This design comes from an exercise in tuning for small area, a short achievable clock period and few clock cycles per item on the open sky130 flow, not from production work.
Where RTL was checked, it was by simulation tests only, not by an equivalence proof against the original.
Power and IR drop assume default switching activity.

## build 13
Design prefix_add_unit, start of the top module:
module prefix_add_unit (
  input  logic         clk_i,
  input  logic         rst_i,
  input  logic         flush_i,
  input  logic         req_valid_i,
  output logic         req_ready_o,
  input  logic [255:0] req_a_i,
  input  logic [255:0] req_b_i,
  input  logic         req_sub_i,
  input  logic         req_cin_i,
  output logic         resp_valid_o,
  input  logic         resp_ready_i,
  output logic [255:0] resp_sum_o,
  output logic         resp_cout_o,
  output logic         resp_ovf_o,
  output logic         busy_o
);
For scale: ~2300 cells after synthesis, about 260 flip-flops, about 780 I/O pins, ~21000 µm² of cells after synthesis.
==> flow/config.mk <==
export PLATFORM = sky130hd
export DESIGN_NAME = prefix_add_unit
export DESIGN_NICKNAME = prefix_add_unit
export VERILOG_FILES = /design/flow/design.v
export SDC_FILE = /design/flow/constraint.sdc
export NUM_CORES = 4
export LEC_CHECK = 0
export CAP_MARGIN = 20
export CORE_MARGIN = 2
export CORE_UTILIZATION = 30
export PLACE_DENSITY = 0.8
export SETUP_SLACK_MARGIN = 1.5
export SLEW_MARGIN = 20
export SYNTH_HIERARCHICAL = 1
export SYNTH_MINIMUM_KEEP_SIZE = 0
export BUFFER_PORTS_ARGS = -buffer_cell sky130_fd_sc_hd__buf_1
==> flow/constraint.sdc <==
create_clock -name core_clock -period 5.5 [get_ports {clk_i}]
set_input_delay 1.1000 -clock core_clock [delete_from_list [all_inputs] [get_ports {clk_i}]]
set_output_delay 1.1000 -clock core_clock [all_outputs]
set_load 0.01 [all_outputs]
standard.sh (not shown) runs the stock make flow with config.mk's settings and CLKGATE_MAP_FILE= SYNTH_SCRIPT=/design/flow/synth_recipe.tcl, a recipe that flattens the netlist after the stock synthesis.
==> flow/flow/run.sh <==
#!/bin/bash
# Standard ORFS layout, except that the port buffers are the smallest
# buffer cell (buf_1) instead of the cell buffer_ports picks by default.
set -e
echo 'export BUFFER_PORTS_ARGS = -buffer_cell sky130_fd_sc_hd__buf_1' >> "$FLOW_CONFIG"
bash standard.sh > standard.log 2>&1
Testbench counts of build 13, summed over its fixed seeds: cycles 1,288, items 1,280.
[inputs] trial 18 vs build 13
Settings: swapping 30 for 45 in CORE_UTILIZATION; swapping 1.5 for 1.3 in SETUP_SLACK_MARGIN; clearing PLACE_DENSITY, which used to be 0.8; putting CORE_ASPECT_RATIO at 0.33 where nothing was set.
## What came out
In trial 18 the global-route met3 utilization turned out 2.4 points higher than in build 13. Going from build 13 to trial 18, the final critical-path share of the clock period was found to have gone up by 1.7 points. When the final numbers for trial 18 and build 13 were put side by side, the portion of total power attributed to combinational logic turned out to be greater in build 13. On routed wire length, trial 18 does better than build 13. Going from build 13 to trial 18, minimum clock period increased by 96 ps relative to the old numbers; utilization higher; global-route usage now sits higher; wire length of the first global-routing pass down about 13%; area growth from synthesis to layout lost 9.6 points. All of trial 18 and build 13 finish clean. For trial 18, the critical path startpoint was req_sub_i, unlike build 13, where it was req_a_i[165]. Trial 18 vs build 13, instance count: trial 18 lower. For power spent charging and discharging nets, dividing the value from build 13 by the value from trial 18 gives 1.09.


== before ==
prefix_add_unit, a different RTL version from the one above (not shown whole).
Size in the first run: about 3200 cells after synthesis, about 260 flip-flops, ~780 I/O pins.
==> flow/design.v (excerpt) <==
module prefix_add_unit (
  input  logic         clk_i,
  input  logic         rst_i,
  input  logic         flush_i,
  input  logic         req_valid_i,
  output logic         req_ready_o,
  input  logic [255:0] req_a_i,
  input  logic [255:0] req_b_i,
  input  logic         req_sub_i,
  input  logic         req_cin_i,
  output logic         resp_valid_o,
  input  logic         resp_ready_i,
  output logic [255:0] resp_sum_o,
  output logic         resp_cout_o,
  output logic         resp_ovf_o,
  output logic         busy_o
);
export LEC_CHECK = 0
export CAP_MARGIN = 20
export CORE_MARGIN = 2
export CORE_UTILIZATION = 30
export SLEW_MARGIN = 20
export SYNTH_HIERARCHICAL = 1
export SYNTH_MINIMUM_KEEP_SIZE = 0
export BUFFER_PORTS_ARGS = -buffer_cell sky130_fd_sc_hd__buf_1
export ABC_LOAD_IN_FF = 1
create_clock -name core_clock -period 5.5 [get_ports {clk_i}]
==> flow/flow/run.sh <==
#!/bin/bash
# Standard ORFS layout, except that the port buffers are the smallest
# buffer cell (buf_1) instead of the cell buffer_ports picks by default.
set -e
echo 'export BUFFER_PORTS_ARGS = -buffer_cell sky130_fd_sc_hd__buf_1' >> "$FLOW_CONFIG"
echo "export ABC_LOAD_IN_FF = 1" >> "$FLOW_CONFIG"
bash standard.sh > standard.log 2>&1
For after, these inputs were changed with respect to before:
Settings: a deleted ABC_LOAD_IN_FF that had been 1.
==> flow/flow/run.sh <==
#!/bin/bash
# Standard ORFS layout, except that the port buffers are the smallest
# buffer cell (buf_1) instead of the cell buffer_ports picks by default.
set -e
echo 'export BUFFER_PORTS_ARGS = -buffer_cell sky130_fd_sc_hd__buf_1' >> "$FLOW_CONFIG"
bash standard.sh > standard.log 2>&1
- after against before: x dimension of the die stayed essentially flat; number of detailed-route iterations in the first pass was more or less identical; global-route usage comparable; worst stage delay on the critical path ~0 delta.
No functional check of the RTL was part of any run of this note.

static timing again, ports no longer ideal:
The results above use ideal ports. As a check the final layouts listed here were re-extracted and re-timed, cells and wires unchanged.
Step 1 (the two cells are an assumption about what drives the block):
set clk [get_ports {clk_i}]
set_driving_cell -lib_cell sky130_fd_sc_hd__clkbuf_16 $clk
set_driving_cell -lib_cell sky130_fd_sc_hd__buf_2 [delete_from_list [all_inputs] $clk]
Step 2 also shifts input and output timing later by t, the mid clock arrival at the registers, as if the neighbouring blocks saw the same clock.
Three values: no drivers, after step 1, after step 2; two values: the first two.
run	shift t [ns]	setup WS [ns]	worst setup path at the end	clock arrival spread, ns	cell pins on the clock port's net
build 13	0.598	1.535 / 1.437 / 0.839	input to register	0.021 / 0.022	1
trial 18	0.609	1.439 / 1.459 / 0.850	input to register	0.023 / 0.022	1
before	0.616	0.917 / 0.961 / 0.345	input to register	0.026 / 0.026	1
after	0.616	0.917 / 0.961 / 0.345	input to register	0.026 / 0.026	1
After both steps every run listed still meets setup and hold. For build 13, which loses most, drivers alone change the setup slack by -0.098 ns; drivers and shift together by -0.696 ns.
